What follows belongs to an exercise in optimizing a design on an open flow for small area and a short achievable clock period; a production flow would make more cautious choices. Only simulation tests tie the RTL to the original design; equivalence was not proved. Power figures rest on the tool's default switching activity, not on a simulated workload.

Design maze_video_top, start of the top module:
module maze_video_top (
  input  logic                     clk,
  input  logic                     reset,
  input  logic [8-1:0]   awaddr,
  input  logic                     awvalid,
  output logic                     awready,
  input  logic [32-1:0]   wdata,
  input  logic [32/8-1:0] wstrb,
  input  logic                     wvalid,
  output logic                     wready,
  output logic [1:0]               bresp,
  output logic                     bvalid,
  input  logic                     bready,
  input  logic [8-1:0]   araddr,
  input  logic                     arvalid,
  output logic                     arready,
  output logic [32-1:0]   rdata,
  output logic [1:0]               rresp,
  output logic                     rvalid,
  input  logic                     rready,
  output logic [11:0]              rgb,
  output logic [7:0]               pixel_x,
  output logic [8:0]               pixel_y,
  output logic                     de
);
Size: ~350 flip-flops, about 130 I/O pins, roughly 15,000 um^2 of cells after synthesis.
Settings: LEC_CHECK=0, CAP_MARGIN=20, CORE_MARGIN=2, CORE_UTILIZATION=60, CTS_BUF_LIST=sky130_fd_sc_hd__clkbuf_8, CTS_CLUSTER_DIAMETER=60, CTS_CLUSTER_SIZE=16, SETUP_SLACK_MARGIN=2.9, SLEW_MARGIN=20; clock period 5.0 ns.
standard.sh (not shown) runs the stock make flow with config.mk's settings and CLKGATE_MAP_FILE= SYNTH_SCRIPT=/design/flow/synth_recipe.tcl, a recipe that flattens the netlist after the stock synthesis.
==> flow/flow/run.sh <==
#!/bin/bash
set -euo pipefail
bash standard.sh MATCH_CELL_FOOTPRINT=0 ADDER_MAP_FILE= \
  "BUFFER_PORTS_ARGS=-buffer_cell sky130_fd_sc_hd__buf_1" finish > standard.log 2>&1
The baseline completed without violations.
Rerun with:
SETUP_SLACK_MARGIN = 2.8   (was 2.9)
What happened: Sequential share of layout area rises by 1.9 points; combinational power falls by roughly a tenth; synthesized area stays the same; final area went down by a few percent; global-route usage went up by 0.14 points; wire length shrinks slightly.
Rerun with:
SETUP_SLACK_MARGIN = 2.7   (was 2.8)
The new run completed without violations.
Synthesized area does not change.
Fmax goes down by 1.2%.
Combinational power goes down by about 2%.
Setup slack got worse by 0.027 ns.
Global-route usage goes down by 0.70 points.

---

== try-cedar ==
maze_video_top again, from the RTL that the note above started with.
## maze_video_top
module maze_video_top (
  input  logic                     clk,
  input  logic                     reset,
  input  logic [8-1:0]   awaddr,
  input  logic                     awvalid,
  output logic                     awready,
  input  logic [32-1:0]   wdata,
  input  logic [32/8-1:0] wstrb,
  input  logic                     wvalid,
  output logic                     wready,
  output logic [1:0]               bresp,
  output logic                     bvalid,
  input  logic                     bready,
  input  logic [8-1:0]   araddr,
  input  logic                     arvalid,
  output logic                     arready,
  output logic [32-1:0]   rdata,
  output logic [1:0]               rresp,
  output logic                     rvalid,
  input  logic                     rready,
  output logic [11:0]              rgb,
  output logic [7:0]               pixel_x,
  output logic [8:0]               pixel_y,
  output logic                     de
);
clock: 5.0 ns
lec_check: 0
cap_margin: 20
core_margin: 2
core_utilization: 60
cts_buf_list: sky130_fd_sc_hd__clkbuf_8
cts_cluster_diameter: 60
cts_cluster_size: 16
gpl_routability_driven: 0
setup_slack_margin: 2.8
slew_margin: 20
Scripts as last shown in full above: flow/flow/run.sh
try-cedar closes out successfully: all stages finished, all timing, DRC and antenna checks passed.
The inputs of try-indigo differ from those of try-cedar as listed below.
- a change of CORE_UTILIZATION from 60 to 50
- a deleted GPL_ROUTABILITY_DRIVEN that had been 0
## What came out
The final layouts of try-indigo and try-cedar pass the timing, DRC and antenna checks.
try-indigo vs. try-cedar: minimum clock period after layout lower, hold slack went down by 12 ps.
The final standard cell area without fillers number comes out lower for try-indigo vs try-cedar.
Across both runs, met3 usage was lower for try-indigo than for try-cedar.
Taking try-cedar as the reference, in try-indigo final cycle utilization of the critical path shows no meaningful change, number of well taps shows an increase of 60, power share of the clock group shows a reduction of 0.8 points.
Input-level comparison between try-lagoon and try-indigo:
- CORE_UTILIZATION now 70, was 50
Notes after the runs:
Per the comparison of try-lagoon with try-indigo, final standard cell count with taps included and fillers excluded lower, wire length has decreased, starting density of the core increased by 20 points relative to the old numbers, die outline height lower, overall power consumption down about 1.6%.
in2reg as the critical path class was reported by try-lagoon, and reg2out by try-indigo.
Diff try-indigo -> try-lagoon: non-clock buffer count picked up an extra 1, via count climbed 182.
The combinational fraction of design power of try-lagoon falls short of that of try-indigo by 0.3 points.
When try-lagoon is set beside try-indigo, its wire length of the first global-routing pass turns out to be 3.7 mm smaller.
On maximum fanout encountered on the critical timing path, the lower figure sits with try-indigo, not try-lagoon.
try-lagoon reached the final stage; the timing, DRC and antenna checks on its layout passed.

## re-timing with driven ports
In the flow no input, the clock included, has a driving cell. The finished layouts below were timed again as built, in two steps.
Step 1 assumes that a clkbuf_16 drives the clock port and a buf_2 every other input.
Step 2, shift: input delay + t, output delay - t, t = (earliest + latest rising clock arrival at the registers) / 2. This alone moves slack from input paths to output paths.
Slacks: ideal ports / drivers / drivers and shift; pairs: ideal ports / drivers.
run | t, ns | setup WS [ns] | hold slack, ns | worst setup path after step 2 | latest minus earliest clock arrival (ns)
the first run of note 1 | 0.623 | 2.736 / 2.692 / 2.330 | 0.452 / 0.452 / 0.452 | input to register | 0.049 / 0.050
the second run of note 1 | 0.643 | 2.776 / 2.729 / 2.251 | 0.428 / 0.428 / 0.428 | input to register | 0.061 / 0.061
the third run of note 1 | 0.650 | 2.749 / 2.752 / 2.123 | 0.448 / 0.448 / 0.448 | input to register | 0.018 / 0.018
try-cedar | 0.635 | 2.782 / 2.735 / 2.172 | 0.442 / 0.442 / 0.442 | input to register | 0.057 / 0.057
try-indigo | 0.640 | 2.788 / 2.739 / 2.213 | 0.430 / 0.430 / 0.430 | input to register | 0.031 / 0.030
try-lagoon | 0.612 | 2.762 / 2.775 / 2.172 | 0.430 / 0.430 / 0.430 | input to register | 0.025 / 0.024
After both steps every run listed still meets setup and hold. For the third run of note 1, which loses most, drivers alone change the setup slack by +0.003 ns; drivers and shift together by -0.626 ns.
